What follows belongs to an exercise in optimizing a design on an open flow for small area and a short achievable clock period; a production flow would make more cautious choices.
At most, simulation tests tie the RTL to the original design; equivalence was not proved.
Function not checked in runs 2 and 3: the RTL went through the layout flow alone.

==> flow/design.v (outline; a module is shown in full before it is edited, if it fits) <==
// module chroma_upsampler: 33 lines
// module chroma_taps: 672 lines
// module chroma_interp: 443 lines
// module rgb_converter: 2131 lines
// module luma_scale: 414 lines
// module yuv_to_rgb_core: 180 lines
module yuv_to_rgb_core (
	input  logic                CLOCK_50_I,
	input  logic                resetn,
	input  logic                pair_strobe,
	input  pixel_pkg::sample_t  y_even,
	input  pixel_pkg::sample_t  y_odd,
	input  pixel_pkg::sample_t  u_in,
	input  pixel_pkg::sample_t  v_in,
	output logic                rgb_strobe,
	output pixel_pkg::channel_t r_even,
	output pixel_pkg::channel_t g_even,
	output pixel_pkg::channel_t b_even,
	output pixel_pkg::channel_t r_odd,
	output pixel_pkg::channel_t g_odd,
	output pixel_pkg::channel_t b_odd
);
  // ...
==> flow/flow/run.sh <==
#!/bin/bash
# Standard layout, with one extra step between synthesis and floorplan:
# flow/polarity.py re-polarises the full-adder cells of the standard
# synthesis netlist to drop the inverters synthesis leaves between them.
# Each tool's output goes to a log of its own in this folder.
set -e
R=orfs/results/$FLOW_PLATFORM/yuv_to_rgb_core/base
bash standard.sh synth > 1_synth_std.log 2>&1
cp $R/1_2_yosys.v 1_2_yosys_std.v
python3 flow/polarity.py 1_2_yosys_std.v $R/1_2_yosys.v > polarity.log 2>&1
export SETUP_SLACK_MARGIN=7.9
# Port buffers: a plain buffer rather than the delay cell buffer_ports picks
export BUFFER_PORTS_ARGS="-buffer_cell sky130_fd_sc_hd__buf_2"
bash standard.sh finish > finish.log 2>&1
==> flow/flow/polarity.py <==
#!/usr/bin/env python3
"""Re-polarise full adders in a flat Yosys netlist of sky130 cells.

A full adder is self-dual: FA(~a, ~b, ~c) = (~sum, ~cout).  Synthesis leaves
many inverters between adder cells; this pass chooses, for every fa cell,
whether it computes its signals true or complemented, so that as few nets as
possible need an inverter, then rebuilds the inverters.  A half adder whose
two inputs both come complemented becomes an xor2 and a nor2 of the true
inputs.  The logic function of every port and register input is unchanged.

usage: polarity.py IN.v OUT.v"""
import re
import sys

INV_RE = re.compile(r"^sky130_fd_sc_hd__inv_\d+$")
FA_RE = re.compile(r"^sky130_fd_sc_hd__fa_\d+$")
OUT_PINS = {"X", "Y", "Q", "Q_N", "SUM", "COUT", "HI", "LO", "GCLK"}

src = open(sys.argv[1]).read()

mod_start = src.index("module ")
body_start = src.index(";", mod_start) + 1
end_idx = src.rindex("endmodule")
header = src[:body_start]
body = src[body_start:end_idx]

# statements of the module body, split on ';' outside of parentheses is not
# needed: yosys writes one statement per ';'
stmts = [s for s in body.split(";")]
cell_re = re.compile(r"^\s*(sky130_fd_sc_hd__\w+)\s+(\S+)\s*\((.*)\)\s*$", re.S)
pin_re = re.compile(r"\.(\w+)\(\s*(.*?)\s*\)\s*(?:,|$)", re.S)

cells = []      # [type, name, {pin: net}]
other = []      # statements kept verbatim (declarations, assigns)
port_nets = set()
for s in stmts:
    st = s.strip()
    if not st:
        continue
    m = cell_re.match(st)
    if m:
        pins = {}
        for p, n in pin_re.findall(m.group(3)):
            pins[p] = n.strip()
        cells.append([m.group(1), m.group(2), pins])
    else:
        other.append(s)
        mm = re.match(r"^\s*(input|output|inout)\s+(\[[^\]]*\]\s*)?(.+)$", st, re.S)
        if mm:
            port_nets.add(mm.group(3).strip())

def base(net):
    # port 'foo' referenced as 'foo[3]'
    b = re.sub(r"\s*\[\d+\]$", "", net)
    return b

# nets named in assigns are left alone
assign_nets = set()
for s in other:
    if s.strip().startswith("assign"):
        for tok in re.findall(r"(\\\S+|[A-Za-z_][\w$.]*(?:\s*\[\d+\])?)", s.strip()[6:]):
            assign_nets.add(tok.strip())
            assign_nets.add(base(tok.strip()))

def fixed_net(net):
    return net in port_nets or base(net) in port_nets or net in assign_nets or base(net) in assign_nets

driver = {}
for ci, (t, name, pins) in enumerate(cells):
    for p, n in pins.items():
        if p in OUT_PINS:
            driver[n] = (ci, p)

# inverters that can be dissolved: input and output are plain internal nets
inv_of = {}   # output net -> input net
dissolve = set()
for ci, (t, name, pins) in enumerate(cells):
    if INV_RE.match(t) and "A" in pins and "Y" in pins and not fixed_net(pins["Y"]):
        inv_of[pins["Y"]] = pins["A"]
        dissolve.add(ci)

def root_of(net):
    par = 0
    seen = 0
    while net in inv_of and seen < 100:
        net = inv_of[net]
        par ^= 1
        seen += 1
    return net, par

# an adder whose output is a port or named in an assign keeps its polarity
fa_cells = [ci for ci, c in enumerate(cells) if FA_RE.match(c[0])
            and not any(fixed_net(n) for p, n in c[2].items() if p in OUT_PINS)]
is_fa = set(fa_cells)
fa_in = ("A", "B", "CIN")
fa_out = ("SUM", "COUT")

# consumer pins: (cell, pin) -> (root, parity)
cons = {}
for ci, (t, name, pins) in enumerate(cells):
    if ci in dissolve:
        continue
    for p, n in pins.items():
        if p in OUT_PINS:
            continue
        cons[(ci, p)] = root_of(n)
# inverters kept (fixed outputs) consume as normal cells: already covered

# polarity per fa cell
pol = {ci: 0 for ci in fa_cells}

def drv_pol(root):
    d = driver.get(root)
    if d and d[0] in is_fa:
        return pol[d[0]]
    return 0

# the FA outputs root nets: which roots does each FA drive
fa_roots = {ci: [cells[ci][2][p] for p in fa_out if p in cells[ci][2]] for ci in fa_cells}
root_cons = {}
for k, (r, par) in cons.items():
    root_cons.setdefault(r, []).append(k)

def need(k):
    ci, p = k
    r, par = cons[k]
    if ci in is_fa and p in fa_in:
        return par ^ pol[ci]
    return par

HA_RE = re.compile(r"^sky130_fd_sc_hd__ha_\d+$")
ha_partner = {}
for ci, (t, name, pins) in enumerate(cells):
    if ci not in dissolve and HA_RE.match(t) and (ci, "A") in cons and (ci, "B") in cons:
        ha_partner[(ci, "A")] = (ci, "B")
        ha_partner[(ci, "B")] = (ci, "A")


def mismatch(k):
    return need(k) != drv_pol(cons[k][0])


def free_pin(k):
    # a half adder whose two inputs both come complemented becomes an xor2
    # and a nor2 of the true inputs, of the same area: no inverter needed
    q = ha_partner.get(k)
    return q is not None and mismatch(q)


def root_cost(r):
    for k in root_cons.get(r, []):
        if mismatch(k) and not free_pin(k):
            return 1
    return 0

def fa_touch(ci):
    rs = set(fa_roots[ci])
    for p in fa_in:
        if (ci, p) in cons:
            rs.add(cons[(ci, p)][0])
    # roots feeding the other input of half adders that these roots feed
    for r in list(rs):
        for k in root_cons.get(r, []):
            q = ha_partner.get(k)
            if q is not None:
                rs.add(cons[q][0])
    return rs

def total():
    return sum(root_cost(r) for r in root_cons)

before = total()
touch = {ci: fa_touch(ci) for ci in fa_cells}


def delta(ci):
    rs = touch[ci]
    c0 = sum(root_cost(r) for r in rs)
    pol[ci] ^= 1
    c1 = sum(root_cost(r) for r in rs)
    pol[ci] ^= 1
    return c1 - c0


def descend():
    improved = True
    while improved:
        improved = False
        for ci in fa_cells:
            if delta(ci) < 0:
                pol[ci] ^= 1
                improved = True


# greedy descent, then annealing that accepts sideways and rare uphill moves
import random
rng = random.Random(1)
descend()
best_cost = total()
best = dict(pol)
cur = best_cost
temp = 1.0
for step in range(200000):
    ci = fa_cells[rng.randrange(len(fa_cells))]
    d = delta(ci)
    if d <= 0 or rng.random() < pow(2.718, -d / temp):
        pol[ci] ^= 1
        cur += d
        if cur < best_cost:
            best_cost = cur
            best = dict(pol)
    temp = max(0.05, 1.0 - step / 150000.0)
pol.update(best)
descend()
after = total()

# rebuild: FA polarity flip means its logical output root now carries the
# complement on the same net; every consumer pin gets the net or a shared
# inverter of it
new_inv = {}
out_cells = []
ninv = 0
def inv_net(r):
    global ninv
    if r not in new_inv:
        nm = f"_pol_n{ninv}_"
        new_inv[r] = nm
        ninv += 1
    return new_inv[r]

n_ha = 0
for ci, (t, name, pins) in enumerate(cells):
    if ci in dissolve:
        continue
    newpins = dict(pins)
    inverted = {}
    for p in pins:
        if p in OUT_PINS:
            continue
        r, par = cons[(ci, p)]
        if need((ci, p)) == drv_pol(r):
            newpins[p] = r
        else:
            inverted[p] = r
    if (ci, "A") in ha_partner and set(inverted) == {"A", "B"}:
        a, b = inverted["A"], inverted["B"]
        if "SUM" in pins:
            out_cells.append(("sky130_fd_sc_hd__xor2_1", name + "_x", {"A": a, "B": b, "X": pins["SUM"]}))
        if "COUT" in pins:
            out_cells.append(("sky130_fd_sc_hd__nor2_1", name + "_n", {"A": a, "B": b, "Y": pins["COUT"]}))
        n_ha += 1
        continue
    for p, r in inverted.items():
        newpins[p] = inv_net(r)
    out_cells.append((t, name, newpins))

def esc(n):
    # escaped identifiers end at white space
    return n + " " if n.startswith("\\") else n


lines = [header]
for s in other:
    lines.append(s + ";")
for r, nm in new_inv.items():
    lines.append(f"\n  wire {nm};")
for i, (r, nm) in enumerate(new_inv.items()):
    lines.append(f"\n  sky130_fd_sc_hd__inv_1 _pol_i{i}_ (\n    .A({esc(r)}),\n    .Y({nm})\n  );")
for t, name, pins in out_cells:
    pl = ",\n".join(f"    .{p}({esc(n)})" for p, n in pins.items())
    lines.append(f"\n  {t} {name} (\n{pl}\n  );")
lines.append("\nendmodule\n")
open(sys.argv[2], "w").write("".join(lines))
flipped = sum(pol.values())
sys.stderr.write(f"polarity: {n_ha} half adders of complemented inputs made xor2 and nor2\n")
sys.stderr.write(f"polarity: {len(fa_cells)} fa cells, {flipped} flipped; "
                 f"inverters {len(dissolve)} dissolved, {len(new_inv)} rebuilt "
                 f"(complemented nets {before} -> {after})\n")
==> flow/standard.sh <==
#!/bin/bash
# synth_recipe.tcl (not shown) runs the flow's synth.tcl, then flattens the netlist and writes it again
# the make line also repeats each setting of config.mk as NAME=value (left out here)
make -C /OpenROAD-flow-scripts/flow DESIGN_CONFIG=/design/flow/config.mk WORK_HOME=/design/flow/orfs CLKGATE_MAP_FILE= SYNTH_SCRIPT=/design/flow/synth_recipe.tcl "${@:-finish}"
==> flow/config.mk <==
export PLATFORM = sky130hd
export DESIGN_NAME = yuv_to_rgb_core
export DESIGN_NICKNAME = yuv_to_rgb_core
export VERILOG_FILES = /design/flow/design.v
export SDC_FILE = /design/flow/constraint.sdc
export NUM_CORES = 4
export LEC_CHECK = 0
export ABC_AREA = 1
export CAP_MARGIN = 20
export CORE_MARGIN = 2
export CORE_UTILIZATION = 40
export CTS_BUF_LIST = sky130_fd_sc_hd__clkbuf_8
export SLEW_MARGIN = 20
==> flow/constraint.sdc <==
create_clock -name core_clock -period 11.5 [get_ports {CLOCK_50_I}]
set_input_delay 2.3000 -clock core_clock [delete_from_list [all_inputs] [get_ports {CLOCK_50_I}]]
set_output_delay 2.3000 -clock core_clock [all_outputs]
set_load 0.01 [all_outputs]
==> results.txt, run 1 <==
- Run status: timing/DRC/antenna clean
- Slew @ Worst Pin: 1010 ps
- Antenna Nets Post-Route: 0
- GRT Residual Overflow: 0
- Worst setup EP type: flop
- Synth Area per Inst: around 9.8 um2
- Starting DRC count in detailed routing: about 1100
- Post-Syn Area: around 30000 um2
- Worst-path maximum fanout: 4
- Met3 Use GR: 3.75%
- Leading cell type in the layout, fill and taps excluded: nand2_1
- CP endpoint: g_even[0]
- Share of cells above drive strength 1: approximately a fifth
- Clock-cell share: between 4 and 5%
- Antenna diodes: 1
- Crit path time final: 3710 ps
- Multi-input logic area: between 15000 and 20000 um2
- Design area: 35800 um2
- DRC viols: 0
- Well Taps: slightly below 1000
- Initial core utilization: about 40%
- Hold Vio Cnt, Final: 0
- Number of stages on the worst setup path: 15
- Fill count: about 6800
- Global-route wire length before repair: roughly 110000 um
- Post-cts resize count: approximately 140
- CP Class: flop to flop
- Reg2reg path depth: 15
- RSZ-0062 raised after global routing: yes
- Worst Setup Slack, final: 7790 ps
- Non-clk buf share: around 5.3%
- Maxcap violations: 0
- Initial DRT Pass Iterations: 5
- Register area: about 9200 um2
- Vias per inst: approximately 4.7
- Tcrit/Tclk final: 32.2%
- Final core utilization: 48.3%
- I/O pin count: 84
- Reg-to-Reg End: g_even[0]
- Met2 usage: a little over 30%
- YS warnings: 6
==> module luma_scale, before the edit <==
module luma_scale (
	input  logic [7:0] y,
	output logic [24:2] l
);
	logic l_0;
	logic l_1;
	logic l_2;
	logic l_3;
	logic l_4;
	logic l_5;
	logic l_6;
	logic l_7;
	logic l_8;
	logic l_9;
	logic l_10;
	logic l_11;
	logic l_12;
	logic l_13;
	logic l_14;
	logic l_15;
	logic l_16;
	logic l_17;
	logic l_18;
	logic l_19;
	logic l_20;
	logic l_21;
	logic l_22;
	logic l_23;
	logic l_24;
	logic l_25;
	logic l_26;
	logic l_27;
	logic l_28;
	logic l_29;
	logic l_30;
	logic l_31;
	logic l_32;
	logic l_33;
	logic l_34;
	logic l_35;
	logic l_36;
	logic l_37;
	logic l_38;
	logic l_39;
	logic l_40;
	logic l_41;
	logic l_42;
	logic l_43;
	logic l_44;
	logic l_45;
	logic l_46;
	logic l_47;
	logic l_48;
	logic l_49;
	logic l_50;
	logic l_51;
	logic l_52;
	logic l_53;
	logic l_54;
	logic l_55;
	logic l_56;
	logic l_57;
	logic l_58;
	logic l_59;
	logic l_60;
	logic l_61;
	logic l_62;
	logic l_63;
	logic l_64;
	logic l_65;
	logic l_66;
	logic l_67;
	logic l_68;
	logic l_69;
	logic l_70;
	logic l_71;
	logic l_72;
	logic l_73;
	logic l_74;
	logic l_75;
	logic l_76;
	logic l_77;
	logic l_78;
	logic l_79;
	logic l_80;
	logic l_81;
	logic l_82;
	logic l_83;
	logic l_84;
	logic l_85;
	logic l_86;
	logic l_87;
	logic l_88;
	logic l_89;
	logic l_90;
	logic l_91;
	logic l_92;
	logic l_93;
	logic l_94;
	logic l_95;
	logic l_96;
	logic l_97;
	logic l_98;
	logic l_99;
	logic l_100;
	logic l_101;
	logic l_102;
	logic l_103;
	logic l_104;
	logic l_105;
	logic l_106;
	logic l_107;
	logic l_108;
	logic l_109;
	logic l_110;
	logic l_111;
	logic l_112;
	logic l_113;
	logic l_114;
	logic l_115;
	logic l_116;
	logic l_117;
	logic l_118;
	logic l_119;
	logic l_120;
	logic l_121;
	logic l_122;
	logic l_123;
	logic l_124;
	logic l_125;
	logic l_126;
	logic l_127;
	logic l_128;
	logic l_129;
	logic l_130;
	logic l_131;
	logic l_132;
	logic l_133;
	logic l_134;
	logic l_135;
	logic l_136;
	logic l_137;
	logic l_138;
	logic l_139;
	logic l_140;
	logic l_141;
	logic l_142;
	logic l_143;
	logic l_144;
	logic l_145;
	logic l_146;
	logic l_147;
	logic l_148;
	logic l_149;
	logic l_150;
	logic l_151;
	logic l_152;
	logic l_153;
	logic l_154;
	logic l_155;
	logic l_156;
	logic l_157;
	logic l_158;
	logic l_159;
	logic l_160;
	logic l_161;
	logic l_162;
	logic l_163;
	logic l_164;
	logic l_165;
	logic l_166;
	logic l_167;
	logic l_168;
	logic l_169;
	logic l_170;
	logic l_171;
	logic l_172;
	logic l_173;
	logic l_174;
	logic l_175;
	logic l_176;
	logic l_177;
	logic l_178;
	logic l_179;
	logic l_180;
	logic l_181;
	logic l_182;
	logic l_183;
	logic l_184;
	logic l_185;
	logic l_186;
	logic l_187;
	logic l_188;
	logic l_189;
	logic l_190;
	logic l_191;
	logic l_192;
	assign l_0 = ~y[7];
	assign l_1 = ~y[4];
	assign l_2 = ~(y[5] ^ y[3]);
	assign l_3 = y[5] | y[3];
	assign l_4 = ~(y[6] ^ y[4]);
	assign l_5 = y[6] | y[4];
	assign l_6 = l_0 ^ y[5] ^ y[3];
	assign l_7 = (l_0 & y[5]) | (l_0 & y[3]) | (y[5] & y[3]);
	assign l_8 = y[6] ^ y[4] ^ y[1];
	assign l_9 = (y[6] & y[4]) | (y[6] & y[1]) | (y[4] & y[1]);
	assign l_10 = ~(y[7] ^ y[5]);
	assign l_11 = y[7] | y[5];
	assign l_12 = ~y[2];
	assign l_13 = ~(y[3] ^ y[1]);
	assign l_14 = y[3] | y[1];
	assign l_15 = l_1 ^ y[2] ^ y[0];
	assign l_16 = (l_1 & y[2]) | (l_1 & y[0]) | (y[2] & y[0]);
	assign l_17 = l_2 ^ y[1] ^ y[4];
	assign l_18 = (l_2 & y[1]) | (l_2 & y[4]) | (y[1] & y[4]);
	assign l_19 = l_4 ^ y[2] ^ l_3;
	assign l_20 = (l_4 & y[2]) | (l_4 & l_3) | (y[2] & l_3);
	assign l_21 = l_6 ^ y[0] ^ l_5;
	assign l_22 = (l_6 & y[0]) | (l_6 & l_5) | (y[0] & l_5);
	assign l_23 = l_8 ^ y[7] ^ l_7;
	assign l_24 = (l_8 & y[7]) | (l_8 & l_7) | (y[7] & l_7);
	assign l_25 = l_10 ^ y[2] ^ l_9;
	assign l_26 = (l_10 & y[2]) | (l_10 & l_9) | (y[2] & l_9);
	assign l_27 = y[6] ^ y[3] ^ l_11;
	assign l_28 = (y[6] & y[3]) | (y[6] & l_11) | (y[3] & l_11);
	assign l_29 = ~(y[7] ^ y[4]);
	assign l_30 = y[7] | y[4];
	assign l_31 = ~~y[0];
	assign l_32 = ~~y[4];
	assign l_33 = ~~y[5];
	assign l_34 = ~~y[6];
	assign l_35 = ~y[7] & y[0];
	assign l_36 = ~y[7] ^ y[0];
	assign l_37 = l_12 & y[0];
	assign l_38 = l_12 ^ y[0];
	assign l_39 = l_13 & y[2];
	assign l_40 = l_13 ^ y[2];
	assign l_41 = l_15 & l_14;
	assign l_42 = l_15 ^ l_14;
	assign l_43 = l_17 & l_16;
	assign l_44 = l_17 ^ l_16;
	assign l_45 = l_19 & l_18;
	assign l_46 = l_19 ^ l_18;
	assign l_47 = l_21 & l_20;
	assign l_48 = l_21 ^ l_20;
	assign l_49 = l_23 & l_22;
	assign l_50 = l_23 ^ l_22;
	assign l_51 = l_25 & l_24;
	assign l_52 = l_25 ^ l_24;
	assign l_53 = l_27 & l_26;
	assign l_54 = l_27 ^ l_26;
	assign l_55 = l_29 & l_28;
	assign l_56 = l_29 ^ l_28;
	assign l_57 = y[5] & l_30;
	assign l_58 = y[5] ^ l_30;
	assign l_59 = ~y[7];
	assign l_60 = ~y[1] & ~y[0];
	assign l_61 = ~y[1] & l_31;
	assign l_62 = ~y[3] & ~y[2];
	assign l_63 = l_33 & ~y[4];
	assign l_64 = ~y[5] | l_63;
	assign l_65 = l_33 & l_32;
	assign l_66 = l_36 & ~y[6];
	assign l_67 = l_35 | l_66;
	assign l_68 = l_36 & l_34;
	assign l_69 = l_38 & y[1];
	assign l_70 = l_42 & l_39;
	assign l_71 = l_41 | l_70;
	assign l_72 = l_42 & l_40;
	assign l_73 = l_46 & l_43;
	assign l_74 = l_45 | l_73;
	assign l_75 = l_46 & l_44;
	assign l_76 = l_50 & l_47;
	assign l_77 = l_49 | l_76;
	assign l_78 = l_50 & l_48;
	assign l_79 = l_54 & l_51;
	assign l_80 = l_53 | l_79;
	assign l_81 = l_54 & l_52;
	assign l_82 = l_58 & l_55;
	assign l_83 = l_57 | l_82;
	assign l_84 = l_58 & l_56;
	assign l_85 = l_59 & y[6];
	assign l_86 = l_32 & l_62;
	assign l_87 = l_65 & l_62;
	assign l_88 = y[1] & l_67;
	assign l_89 = y[1] & l_68;
	assign l_90 = l_69 & l_67;
	assign l_91 = l_37 | l_90;
	assign l_92 = l_69 & l_68;
	assign l_93 = l_44 & l_71;
	assign l_94 = l_43 | l_93;
	assign l_95 = l_44 & l_72;
	assign l_96 = l_75 & l_71;
	assign l_97 = l_74 | l_96;
	assign l_98 = l_75 & l_72;
	assign l_99 = l_52 & l_77;
	assign l_100 = l_51 | l_99;
	assign l_101 = l_52 & l_78;
	assign l_102 = l_81 & l_77;
	assign l_103 = l_80 | l_102;
	assign l_104 = l_81 & l_78;
	assign l_105 = y[6] & l_83;
	assign l_106 = y[6] & l_84;
	assign l_107 = l_85 & l_83;
	assign l_108 = y[7] | l_107;
	assign l_109 = l_85 & l_84;
	assign l_110 = ~y[2] & l_60;
	assign l_111 = l_62 & l_60;
	assign l_112 = l_86 & l_60;
	assign l_113 = ~y[4] | l_112;
	assign l_114 = l_87 & l_60;
	assign l_115 = l_64 | l_114;
	assign l_116 = l_40 & l_91;
	assign l_117 = l_39 | l_116;
	assign l_118 = l_40 & l_92;
	assign l_119 = l_72 & l_91;
	assign l_120 = l_71 | l_119;
	assign l_121 = l_72 & l_92;
	assign l_122 = l_95 & l_91;
	assign l_123 = l_94 | l_122;
	assign l_124 = l_95 & l_92;
	assign l_125 = l_98 & l_91;
	assign l_126 = l_97 | l_125;
	assign l_127 = l_98 & l_92;
	assign l_128 = l_56 & l_103;
	assign l_129 = l_55 | l_128;
	assign l_130 = l_56 & l_104;
	assign l_131 = l_84 & l_103;
	assign l_132 = l_83 | l_131;
	assign l_133 = l_84 & l_104;
	assign l_134 = l_106 & l_103;
	assign l_135 = l_105 | l_134;
	assign l_136 = l_106 & l_104;
	assign l_137 = l_109 & l_103;
	assign l_138 = l_108 | l_137;
	assign l_139 = l_109 & l_104;
	assign l_140 = l_34 & l_115;
	assign l_141 = ~y[6] | l_140;
	assign l_142 = l_68 & l_115;
	assign l_143 = l_67 | l_142;
	assign l_144 = l_89 & l_115;
	assign l_145 = l_88 | l_144;
	assign l_146 = l_92 & l_115;
	assign l_147 = l_91 | l_146;
	assign l_148 = l_118 & l_115;
	assign l_149 = l_117 | l_148;
	assign l_150 = l_121 & l_115;
	assign l_151 = l_120 | l_150;
	assign l_152 = l_124 & l_115;
	assign l_153 = l_123 | l_152;
	assign l_154 = l_127 & l_115;
	assign l_155 = l_126 | l_154;
	assign l_156 = l_48 & l_155;
	assign l_157 = l_47 | l_156;
	assign l_158 = l_78 & l_155;
	assign l_159 = l_77 | l_158;
	assign l_160 = l_101 & l_155;
	assign l_161 = l_100 | l_160;
	assign l_162 = l_104 & l_155;
	assign l_163 = l_103 | l_162;
	assign l_164 = l_130 & l_155;
	assign l_165 = l_129 | l_164;
	assign l_166 = l_133 & l_155;
	assign l_167 = l_132 | l_166;
	assign l_168 = l_136 & l_155;
	assign l_169 = l_135 | l_168;
	assign l_170 = l_139 & l_155;
	assign l_171 = l_138 | l_170;
	assign l_172 = ~y[1] ^ ~y[0];
	assign l_173 = ~y[2] ^ l_60;
	assign l_174 = ~y[3] ^ l_110;
	assign l_175 = l_32 ^ l_111;
	assign l_176 = l_33 ^ l_113;
	assign l_177 = l_34 ^ l_115;
	assign l_178 = l_36 ^ l_141;
	assign l_179 = y[1] ^ l_143;
	assign l_180 = l_38 ^ l_145;
	assign l_181 = l_40 ^ l_147;
	assign l_182 = l_42 ^ l_149;
	assign l_183 = l_44 ^ l_151;
	assign l_184 = l_46 ^ l_153;
	assign l_185 = l_48 ^ l_155;
	assign l_186 = l_50 ^ l_157;
	assign l_187 = l_52 ^ l_159;
	assign l_188 = l_54 ^ l_161;
	assign l_189 = l_56 ^ l_163;
	assign l_190 = l_58 ^ l_165;
	assign l_191 = y[6] ^ l_167;
	assign l_192 = l_59 ^ l_169;
	assign l[2] = l_31;
	assign l[3] = l_172;
	assign l[4] = l_173;
	assign l[5] = l_174;
	assign l[6] = l_175;
	assign l[7] = l_176;
	assign l[8] = l_177;
	assign l[9] = l_178;
	assign l[10] = l_179;
	assign l[11] = l_180;
	assign l[12] = l_181;
	assign l[13] = l_182;
	assign l[14] = l_183;
	assign l[15] = l_184;
	assign l[16] = l_185;
	assign l[17] = l_186;
	assign l[18] = l_187;
	assign l[19] = l_188;
	assign l[20] = l_189;
	assign l[21] = l_190;
	assign l[22] = l_191;
	assign l[23] = l_192;
	assign l[24] = l_171;
endmodule
==> run 2: changes to the inputs <==
--- a/flow/design.v
+++ b/flow/design.v
@@ -3468,33 +3468,2 @@
 	logic l_161;
-	logic l_162;
-	logic l_163;
-	logic l_164;
-	logic l_165;
-	logic l_166;
-	logic l_167;
-	logic l_168;
-	logic l_169;
-	logic l_170;
-	logic l_171;
-	logic l_172;
-	logic l_173;
-	logic l_174;
-	logic l_175;
-	logic l_176;
-	logic l_177;
-	logic l_178;
-	logic l_179;
-	logic l_180;
-	logic l_181;
-	logic l_182;
-	logic l_183;
-	logic l_184;
-	logic l_185;
-	logic l_186;
-	logic l_187;
-	logic l_188;
-	logic l_189;
-	logic l_190;
-	logic l_191;
-	logic l_192;
 	assign l_0 = ~y[7];
@@ -3585,132 +3554,101 @@
 	assign l_85 = l_59 & y[6];
-	assign l_86 = l_32 & l_62;
-	assign l_87 = l_65 & l_62;
-	assign l_88 = y[1] & l_67;
-	assign l_89 = y[1] & l_68;
-	assign l_90 = l_69 & l_67;
-	assign l_91 = l_37 | l_90;
-	assign l_92 = l_69 & l_68;
-	assign l_93 = l_44 & l_71;
-	assign l_94 = l_43 | l_93;
-	assign l_95 = l_44 & l_72;
-	assign l_96 = l_75 & l_71;
-	assign l_97 = l_74 | l_96;
-	assign l_98 = l_75 & l_72;
-	assign l_99 = l_52 & l_77;
-	assign l_100 = l_51 | l_99;
-	assign l_101 = l_52 & l_78;
-	assign l_102 = l_81 & l_77;
-	assign l_103 = l_80 | l_102;
-	assign l_104 = l_81 & l_78;
-	assign l_105 = y[6] & l_83;
-	assign l_106 = y[6] & l_84;
-	assign l_107 = l_85 & l_83;
-	assign l_108 = y[7] | l_107;
-	assign l_109 = l_85 & l_84;
-	assign l_110 = ~y[2] & l_60;
-	assign l_111 = l_62 & l_60;
-	assign l_112 = l_86 & l_60;
-	assign l_113 = ~y[4] | l_112;
-	assign l_114 = l_87 & l_60;
-	assign l_115 = l_64 | l_114;
-	assign l_116 = l_40 & l_91;
-	assign l_117 = l_39 | l_116;
-	assign l_118 = l_40 & l_92;
-	assign l_119 = l_72 & l_91;
-	assign l_120 = l_71 | l_119;
-	assign l_121 = l_72 & l_92;
-	assign l_122 = l_95 & l_91;
-	assign l_123 = l_94 | l_122;
-	assign l_124 = l_95 & l_92;
-	assign l_125 = l_98 & l_91;
-	assign l_126 = l_97 | l_125;
-	assign l_127 = l_98 & l_92;
-	assign l_128 = l_56 & l_103;
-	assign l_129 = l_55 | l_128;
-	assign l_130 = l_56 & l_104;
-	assign l_131 = l_84 & l_103;
-	assign l_132 = l_83 | l_131;
-	assign l_133 = l_84 & l_104;
-	assign l_134 = l_106 & l_103;
-	assign l_135 = l_105 | l_134;
-	assign l_136 = l_106 & l_104;
-	assign l_137 = l_109 & l_103;
-	assign l_138 = l_108 | l_137;
-	assign l_139 = l_109 & l_104;
-	assign l_140 = l_34 & l_115;
-	assign l_141 = ~y[6] | l_140;
-	assign l_142 = l_68 & l_115;
-	assign l_143 = l_67 | l_142;
-	assign l_144 = l_89 & l_115;
-	assign l_145 = l_88 | l_144;
-	assign l_146 = l_92 & l_115;
-	assign l_147 = l_91 | l_146;
-	assign l_148 = l_118 & l_115;
-	assign l_149 = l_117 | l_148;
-	assign l_150 = l_121 & l_115;
-	assign l_151 = l_120 | l_150;
-	assign l_152 = l_124 & l_115;
-	assign l_153 = l_123 | l_152;
-	assign l_154 = l_127 & l_115;
-	assign l_155 = l_126 | l_154;
-	assign l_156 = l_48 & l_155;
-	assign l_157 = l_47 | l_156;
-	assign l_158 = l_78 & l_155;
-	assign l_159 = l_77 | l_158;
-	assign l_160 = l_101 & l_155;
-	assign l_161 = l_100 | l_160;
-	assign l_162 = l_104 & l_155;
-	assign l_163 = l_103 | l_162;
-	assign l_164 = l_130 & l_155;
-	assign l_165 = l_129 | l_164;
-	assign l_166 = l_133 & l_155;
-	assign l_167 = l_132 | l_166;
-	assign l_168 = l_136 & l_155;
-	assign l_169 = l_135 | l_168;
-	assign l_170 = l_139 & l_155;
-	assign l_171 = l_138 | l_170;
-	assign l_172 = ~y[1] ^ ~y[0];
-	assign l_173 = ~y[2] ^ l_60;
-	assign l_174 = ~y[3] ^ l_110;
-	assign l_175 = l_32 ^ l_111;
-	assign l_176 = l_33 ^ l_113;
-	assign l_177 = l_34 ^ l_115;
-	assign l_178 = l_36 ^ l_141;
-	assign l_179 = y[1] ^ l_143;
-	assign l_180 = l_38 ^ l_145;
-	assign l_181 = l_40 ^ l_147;
-	assign l_182 = l_42 ^ l_149;
-	assign l_183 = l_44 ^ l_151;
-	assign l_184 = l_46 ^ l_153;
-	assign l_185 = l_48 ^ l_155;
-	assign l_186 = l_50 ^ l_157;
-	assign l_187 = l_52 ^ l_159;
-	assign l_188 = l_54 ^ l_161;
-	assign l_189 = l_56 ^ l_163;
-	assign l_190 = l_58 ^ l_165;
-	assign l_191 = y[6] ^ l_167;
-	assign l_192 = l_59 ^ l_169;
+	assign l_86 = l_65 & l_62;
+	assign l_87 = l_69 & l_67;
+	assign l_88 = l_37 | l_87;
+	assign l_89 = l_69 & l_68;
+	assign l_90 = l_75 & l_71;
+	assign l_91 = l_74 | l_90;
+	assign l_92 = l_75 & l_72;
+	assign l_93 = l_81 & l_77;
+	assign l_94 = l_80 | l_93;
+	assign l_95 = l_81 & l_78;
+	assign l_96 = l_85 & l_83;
+	assign l_97 = y[7] | l_96;
+	assign l_98 = l_85 & l_84;
+	assign l_99 = l_86 & l_60;
+	assign l_100 = l_64 | l_99;
+	assign l_101 = l_92 & l_88;
+	assign l_102 = l_91 | l_101;
+	assign l_103 = l_92 & l_89;
+	assign l_104 = l_98 & l_94;
+	assign l_105 = l_97 | l_104;
+	assign l_106 = l_98 & l_95;
+	assign l_107 = l_103 & l_100;
+	assign l_108 = l_102 | l_107;
+	assign l_109 = l_106 & l_108;
+	assign l_110 = l_105 | l_109;
+	assign l_111 = l_89 & l_100;
+	assign l_112 = l_88 | l_111;
+	assign l_113 = l_95 & l_108;
+	assign l_114 = l_94 | l_113;
+	assign l_115 = l_62 & l_60;
+	assign l_116 = l_68 & l_100;
+	assign l_117 = l_67 | l_116;
+	assign l_118 = l_72 & l_112;
+	assign l_119 = l_71 | l_118;
+	assign l_120 = l_78 & l_108;
+	assign l_121 = l_77 | l_120;
+	assign l_122 = l_84 & l_114;
+	assign l_123 = l_83 | l_122;
+	assign l_124 = ~y[2] & l_60;
+	assign l_125 = l_32 & l_115;
+	assign l_126 = ~y[4] | l_125;
+	assign l_127 = l_34 & l_100;
+	assign l_128 = ~y[6] | l_127;
+	assign l_129 = y[1] & l_117;
+	assign l_130 = l_40 & l_112;
+	assign l_131 = l_39 | l_130;
+	assign l_132 = l_44 & l_119;
+	assign l_133 = l_43 | l_132;
+	assign l_134 = l_48 & l_108;
+	assign l_135 = l_47 | l_134;
+	assign l_136 = l_52 & l_121;
+	assign l_137 = l_51 | l_136;
+	assign l_138 = l_56 & l_114;
+	assign l_139 = l_55 | l_138;
+	assign l_140 = y[6] & l_123;
+	assign l_141 = ~y[1] ^ ~y[0];
+	assign l_142 = ~y[2] ^ l_60;
+	assign l_143 = ~y[3] ^ l_124;
+	assign l_144 = l_32 ^ l_115;
+	assign l_145 = l_33 ^ l_126;
+	assign l_146 = l_34 ^ l_100;
+	assign l_147 = l_36 ^ l_128;
+	assign l_148 = y[1] ^ l_117;
+	assign l_149 = l_38 ^ l_129;
+	assign l_150 = l_40 ^ l_112;
+	assign l_151 = l_42 ^ l_131;
+	assign l_152 = l_44 ^ l_119;
+	assign l_153 = l_46 ^ l_133;
+	assign l_154 = l_48 ^ l_108;
+	assign l_155 = l_50 ^ l_135;
+	assign l_156 = l_52 ^ l_121;
+	assign l_157 = l_54 ^ l_137;
+	assign l_158 = l_56 ^ l_114;
+	assign l_159 = l_58 ^ l_139;
+	assign l_160 = y[6] ^ l_123;
+	assign l_161 = l_59 ^ l_140;
 	assign l[2] = l_31;
-	assign l[3] = l_172;
-	assign l[4] = l_173;
-	assign l[5] = l_174;
-	assign l[6] = l_175;
-	assign l[7] = l_176;
-	assign l[8] = l_177;
-	assign l[9] = l_178;
-	assign l[10] = l_179;
-	assign l[11] = l_180;
-	assign l[12] = l_181;
-	assign l[13] = l_182;
-	assign l[14] = l_183;
-	assign l[15] = l_184;
-	assign l[16] = l_185;
-	assign l[17] = l_186;
-	assign l[18] = l_187;
-	assign l[19] = l_188;
-	assign l[20] = l_189;
-	assign l[21] = l_190;
-	assign l[22] = l_191;
-	assign l[23] = l_192;
-	assign l[24] = l_171;
+	assign l[3] = l_141;
+	assign l[4] = l_142;
+	assign l[5] = l_143;
+	assign l[6] = l_144;
+	assign l[7] = l_145;
+	assign l[8] = l_146;
+	assign l[9] = l_147;
+	assign l[10] = l_148;
+	assign l[11] = l_149;
+	assign l[12] = l_150;
+	assign l[13] = l_151;
+	assign l[14] = l_152;
+	assign l[15] = l_153;
+	assign l[16] = l_154;
+	assign l[17] = l_155;
+	assign l[18] = l_156;
+	assign l[19] = l_157;
+	assign l[20] = l_158;
+	assign l[21] = l_159;
+	assign l[22] = l_160;
+	assign l[23] = l_161;
+	assign l[24] = l_110;
 endmodule
==> run 2 against run 1 <==
Compared with the run above: still clean; non-clock buffer count shrank 15; cell area shrank 0.49%; worst hold slack lost 3.1 ps; die area is essentially flat; register-to-register slack gained 70 ps; synthesized area is essentially flat; critical endpoint is now v_odd_s2[1].
==> results.txt, run 2 <==
- R2R setup slack: 7860 ps
- Vias per inst: 4.65 (-1.5%)
- Largest registers: u_upsampler.win: 40 flops, v_upsampler.win: 40 flops
- Run status: timing/DRC/antenna clean
- WHS Endpoint: y_even_s1[7]
- Global-route wire length before repair: 105000 um (-6.3%)
- Starting DRC count in detailed routing: 882 (-21%)
- Die height: about 280 um
- Vias in the first global route: 20800
- Reg2reg start: v_q_s1[8]
- Maxcap violations: 0 (unchanged)
- Leading cell type in the layout, fill and taps excluded: inv_1
- Final Skew: 25.6 ps
- Reg-to-Reg End: v_odd_s2[1]
- GPL Wtd Cong: 0.867
- Critical path arrival: approximately 4200 ps
- Hold Startpoint: ly_even[2][7]
- Slew @ Worst Pin: 1060 ps (+47.2 ps)
- Design area: 35600 um2 (-0.49%)
- RSZ-0062 raised after global routing: yes
- CTS sink cnt: ~380
- WL/cell: roughly 15 um
- Synth Area per Inst: 9.98 um2 (+2.3%)
- GRT Residual Overflow: 0 (unchanged)
- CTS H-tree depth: 3
- Initial DRT Pass Iterations: 5 (unchanged)
- Final setup fails: 0
- DR vias: roughly 20000
- Worst-path maximum fanout: 8 (+4)
- Crit start category: flop
- Hold Vio Cnt, Final: 0 (unchanged)
- YS warnings: 6 (unchanged)
- Area after DPL: about 31000 um2
- Clock tree buffer depth: 3
- DP HPWL: 47800 um
- Slew Limit Fails: 0
- Share of cells above drive strength 1: 21.0% (-0.13 points)
- CP Class: flop to flop
- F_max: roughly 0.27 GHz
- Hold crit path type: flop to flop
- WL final: around 64000 um
- DRC viols: 0 (unchanged)
- Reg2reg path depth: 14 (-1)
- CP required: ~12000 ps
- Initial core utilization: 40.2% (about the same)
- Core region area: 74100 um2
- Worst setup EP type: flop
- Final #Nets: approximately 4000
- Max-slew headroom: slightly below 30%
- WHS Path Cells: 0
- Crit path time final: 3640 ps (-70.6 ps)
- Tcrit/Tclk final: 31.6% (-0.61 points)
- GRT Total Usage: between 10% and 20%
- Die width: 277 um
- Setup TNS Final: 0 ps
- Post-Syn Instances: roughly 3000
- PortBufs: just over 80
- Root buffer cell: clkbuf_8
- Most frequent cells in the layout: 520 x inv_1, 511 x nand2_1, 398 x fa_1
- # rows: 100
- Clock-pin slew on the worst setup and hold paths: 60 ps
- Antenna violations before repair: 1
- Syn nets: 3700
- Fill count: 6813 (-0.18%)
- Cts hold-fix bufs: 0
- Post-Syn Area: 29800 um2 (about the same)
- Area of the die: about 77000 um2
- I/O pin count: 84 (unchanged)
- CTS Buf Count: 74
- Antenna Nets Post-Route: 0 (unchanged)
- CTS tree: done
- Largest net degree at the start of global routing: 129
- Clock latency (worst-skew pair): approximately 640 ps
- Layout area overhead: 19.6%
[run 2: changes by cell type in the layout (fill, tap and decap cells not counted), sizes merged, moves of 8 or more]
cell	delta
nor2	-33
ha	+18
xor2	-13
buf	-14
nand2	-40
fa	+8
[run 2: area by class of cell]
class,count,area (um2),area share (%)
Clock buffer,90,1240,3.48
Timing Repair Buffer,244,1750,4.93
Tap cell,969,1210,3.40
Inverter,539,2120,5.97
Antenna cell,1,2.50,0.00703
Sequential cell,376,9200,25.8
Clock inverter,47,424,1.19
Multi-Input combinational cell,2060,19700,55.2
[run 2: how the worst max path moves through the flow]
stage	from	endpoint	slack, ps	cells past startpoint
3_5_place_dp	v_even_s2[7]	r_even[4]	7260	16
2_1_floorplan	v_even_s2[7]	r_even[6]	7900	15
4_1_cts	u_q_s1[9]	u_odd_s2[3]	7780	14
5_1_grt	u_r_s1[9]	u_odd_s2[3]	7680	15
6_report	v_q_s1[8]	v_odd_s2[1]	7860	14
3_3_place_gp	v_even_s2[7]	r_even[4]	7310	16
[run 2: routing by layer]
metal	GRT usage, %	vias up	share of wire, %
li1	-	10000	-
met1	22.6	9674	45
met2	28.9	325	48
met3	2.96	102	4.0
met4	5.34	0	2.2
met5	0	-	0
[run 2: metrics by stage]
step                      hold WS (ps)  setup WS [ps]  util [%]  std cells
after detailed placement           327           7260      42.5       4030
after global placement             325           7310      42.5       4030
after floorplan                    323           7900         -       2983
after global routing               337           7680      48.1       4326
after CTS                          331           7780      46.5       4279
final                              335           7860      48.1       4326
[run 2: repair_timing]
action                     4_1_cts  5_1_grt
resized for setup              124      179
setup endpoints to repair       53       58
pin swaps                       51      157
setup buffers                  112       45
cloned                           0        1
[run 2: critical path, stage by stage, from the launching register on]
cell and delay [ps]:
dfxtp_2 350, fa_1 520, fa_2 610, fa_2 450
ha_1 210, a21o_1 170, a21oi_2 200, o21bai_4 100
a21oi_2 140, nand2_1 80, a21oi_2 170, ha_4 220
o21ai_0 90, o21ai_0 150, inv_1 50
==> run 3: changes to the inputs <==
--- a/flow/flow/polarity.py
+++ b/flow/flow/polarity.py
@@ -6,5 +6,4 @@
 whether it computes its signals true or complemented, so that as few nets as
-possible need an inverter, then rebuilds the inverters.  A half adder whose
-two inputs both come complemented becomes an xor2 and a nor2 of the true
-inputs.  The logic function of every port and register input is unchanged.
+possible need an inverter, then rebuilds the inverters.  The logic function
+of every port and register input is unchanged.
 
@@ -130,24 +129,6 @@
 
-HA_RE = re.compile(r"^sky130_fd_sc_hd__ha_\d+$")
-ha_partner = {}
-for ci, (t, name, pins) in enumerate(cells):
-    if ci not in dissolve and HA_RE.match(t) and (ci, "A") in cons and (ci, "B") in cons:
-        ha_partner[(ci, "A")] = (ci, "B")
-        ha_partner[(ci, "B")] = (ci, "A")
-
-
-def mismatch(k):
-    return need(k) != drv_pol(cons[k][0])
-
-
-def free_pin(k):
-    # a half adder whose two inputs both come complemented becomes an xor2
-    # and a nor2 of the true inputs, of the same area: no inverter needed
-    q = ha_partner.get(k)
-    return q is not None and mismatch(q)
-
-
 def root_cost(r):
+    dp = drv_pol(r)
     for k in root_cons.get(r, []):
-        if mismatch(k) and not free_pin(k):
+        if need(k) != dp:
             return 1
@@ -160,8 +141,2 @@
             rs.add(cons[(ci, p)][0])
-    # roots feeding the other input of half adders that these roots feed
-    for r in list(rs):
-        for k in root_cons.get(r, []):
-            q = ha_partner.get(k)
-            if q is not None:
-                rs.add(cons[q][0])
     return rs
@@ -230,3 +205,2 @@
 
-n_ha = 0
 for ci, (t, name, pins) in enumerate(cells):
@@ -235,3 +209,2 @@
     newpins = dict(pins)
-    inverted = {}
     for p in pins:
@@ -243,13 +216,3 @@
         else:
-            inverted[p] = r
-    if (ci, "A") in ha_partner and set(inverted) == {"A", "B"}:
-        a, b = inverted["A"], inverted["B"]
-        if "SUM" in pins:
-            out_cells.append(("sky130_fd_sc_hd__xor2_1", name + "_x", {"A": a, "B": b, "X": pins["SUM"]}))
-        if "COUT" in pins:
-            out_cells.append(("sky130_fd_sc_hd__nor2_1", name + "_n", {"A": a, "B": b, "Y": pins["COUT"]}))
-        n_ha += 1
-        continue
-    for p, r in inverted.items():
-        newpins[p] = inv_net(r)
+            newpins[p] = inv_net(r)
     out_cells.append((t, name, newpins))
@@ -274,3 +237,2 @@
 flipped = sum(pol.values())
-sys.stderr.write(f"polarity: {n_ha} half adders of complemented inputs made xor2 and nor2\n")
 sys.stderr.write(f"polarity: {len(fa_cells)} fa cells, {flipped} flipped; "
==> run 3 against run 2 <==
Compared with the run above: still clean; wire length is 3.9% higher; synthesized area up 0.37%; critical endpoint is now u_odd_s2[5]; critical path type unchanged; global-route usage increased by 0.40 points.
==> results.txt, run 3 <==
- Initial DRT Pass Iterations: 4 (-1)
- Clock-pin slew on the worst setup and hold paths: 60 ps (about the same)
- Share of cells above drive strength 1: 22.3% (+1.3 points)
- Clock latency (worst-skew pair): 640 ps (about the same)
- Vias in the first global route: 20600 (-0.84%)
- F_max: 0.271 GHz (-1.3%)
- Final setup fails: 0 (unchanged)
- Vias per inst: 4.68 (+0.74%)
- Met2 WL: 32200 um (+3.8%)
- Starting DRC count in detailed routing: 906 (+2.7%)
- Die height: 277 um (+0.18%)
- Crit path time final: 3680 ps (+47.2 ps)
- DR vias: 20200 (+0.51%)
- WL/cell: 15.5 um (+4.2%)
- GRT Total Usage: 17.6% (+0.40 points)
- Layout area overhead: 20.3%
- Slew @ Worst Pin: 980 ps (-76.2 ps)
- Die width: 277 um (+0.18%)
- DP HPWL: 50200 um (+5.0%)
- Hold Vio Cnt, Final: 0 (unchanged)
- Reg2reg start: u_q_s1[9]
- YS warnings: 6 (unchanged)
- Worst-path maximum fanout: 8 (unchanged)
- Post-Syn Area: 29900 um2 (+0.37%)
- Synth Area per Inst: 10.1 um2 (+1.4%)
- Root buffer cell: clkbuf_8
- Wire length on met1: 29900 um (+2.5%)
- DR WL met3: 3010 um (+16%)
- # rows: 100 (unchanged)
- Largest registers: u_upsampler.win: 40 flops, v_upsampler.win: 40 flops
- Post-Syn Instances: 2953 (-1.0%)
- Clock tree buffer depth: 3 (unchanged)
- Hold crit path type: flop to flop
- CP Class: flop to flop
- WL final: 66700 um (+3.9%)
- Most frequent cells in the layout: 541 x inv_1, 508 x nand2_1, 395 x fa_1
- I/O pin count: 84 (unchanged)
- Final Skew: 34.6 ps (+9.02 ps)
- Setup TNS Final: 0 ps (unchanged)
- Crit start category: flop
- Area of the die: 76900 um2 (+0.36%)
- Initial core utilization: 40.3% (+0.079 points)
- Core region area: 74200 um2 (+0.17%)
- Pre-CTS setup slack: 7270 ps (+5.75 ps)
- Leading cell type in the layout, fill and taps excluded: inv_1
- CP Launch Point: u_q_s1[9]
- Antenna violations before repair: 2 (+1)
- Worst setup EP type: flop
- PortBufs: 83 (unchanged)
- CTS sink cnt: 376 (unchanged)
- Maxcap violations: 0 (unchanged)
- Critical path arrival: 4220 ps (+50 ps)
- RSZ-0062 raised after global routing: yes
- Hold Startpoint: ly_even[2][1]
- Max-slew headroom: 34.7% (+5.1 points)
- GPL Wtd Cong: 0.920 (+6.0%)
- Worst Setup Slack, final: 7820 ps (-47.2 ps)
- Cts hold-fix bufs: 0 (unchanged)
- Run status: timing/DRC/antenna clean
- Slew Limit Fails: 0 (unchanged)
- Highest metal used: met4
- CP required: 12030 ps (about the same)
- Fill count: 6732 (-1.2%)
- Tcrit/Tclk final: 32.0% (+0.41 points)
- CTS Buf Count: 70 (-5.4%)
- DRC viols: 0 (unchanged)
- Syn nets: 3729 (+0.78%)
- Antenna Nets Post-Route: 0 (unchanged)
- CTS tree: done
- CTS H-tree depth: 3 (unchanged)
- GRT Residual Overflow: 0 (unchanged)
- Global-route wire length before repair: 107000 um (+1.4%)
- Largest net degree at the start of global routing: 129 (unchanged)
- Final #Nets: 4064 (+1.3%)
-- run 3: path summary, 6_finish.rpt --
path / end / slack (ps) / cells after the start
worst max-delay path: u_odd_s2[5] / 7820 / 14
worst min-delay path: y_even_s1[1] / 340 / 0
max in group asynchronous: idx[7] / 9630 / 1
worst min register to register: y_even_s1[1] / 340 / 0
worst max register to register: u_odd_s2[5] / 7820 / 14
min in group asynchronous: flush_cnt[1] / 1570 / 1
-- run 3: stage by stage --
step	cells	util [%]	cell area, um2	hold WS [ps]
floorplan	2953	-	30000	323
global placement	4000	42.5	31600	324
detailed placement	4000	42.5	31600	327
CTS	4252	46.5	34500	340
global route	4316	48.4	35900	344
finish	4316	48.4	35900	338
-- run 3: critical path, stage by stage (launching register included) --
cell and delay (ps):
dfxtp_2 330, fa_1 510, fa_1 580, fa_1 450
ha_4 240, a21o_1 170, a21oi_2 180, o21bai_2 80
a21boi_1 120, nand2_1 90, a31oi_1 160, ha_2 340
nand2_1 90, nor2_1 50, nor2_2 190
-- run 3: final cells by class --
class | count | area (um2) | area share [%]
Multi-Input combinational cell | 2001 | 19800 | 55.1
Sequential cell | 376 | 9200 | 25.6
Clock inverter | 51 | 405 | 1.13
Antenna cell | 1 | 2.50 | 0.00696
Tap cell | 969 | 1210 | 3.37
Clock buffer | 79 | 1090 | 3.02
Timing Repair Buffer | 271 | 2000 | 5.58
Inverter | 568 | 2230 | 6.21
-- run 3: repair_timing --
action	in CTS	in global routing
setup endpoints to repair	53	60
buffers inserted	122	61
gates cloned	0	2
pin swaps	68	179
gates resized for setup	144	192
-- run 3: metal layers --
layer,up-vias,global-route usage [%]
met5,-,0
met4,0,5.73
met3,108,2.82
met2,374,29.5
met1,9745,23.2
li1,9993,-

==> afterwards: timing with drivers on the ports <==
No port has a modelled driver above. Below, the same layouts with a new extraction and two added sets of constraints.
Step 1 (the two cells are an assumption about what drives the block):
set clk [get_ports {CLOCK_50_I}]
set_driving_cell -lib_cell sky130_fd_sc_hd__clkbuf_16 $clk
set_driving_cell -lib_cell sky130_fd_sc_hd__buf_2 [delete_from_list [all_inputs] $clk]
Step 2 moves the port delays by t, midway between the first and last clock arrival at a register: inputs arrive t later, outputs are due t later. That takes back most of the time a late clock gives input paths.
Three values: no drivers, after step 1, after step 2; two values: the first two.
run | t, ns | setup WS [ns] | worst hold slack (ns)
run 1 | 0.720 | 7.792 / 7.792 / 7.607 | 0.338 / 0.338 / 0.338
run 2 | 0.688 | 7.863 / 7.863 / 7.613 | 0.335 / 0.335 / 0.335
run 3 | 0.688 | 7.816 / 7.816 / 7.558 | 0.338 / 0.338 / 0.338
After both steps setup and hold are still met in every run listed. For run 3, which loses most, drivers alone change the setup slack by 0.000 ns; drivers and shift together by -0.258 ns.
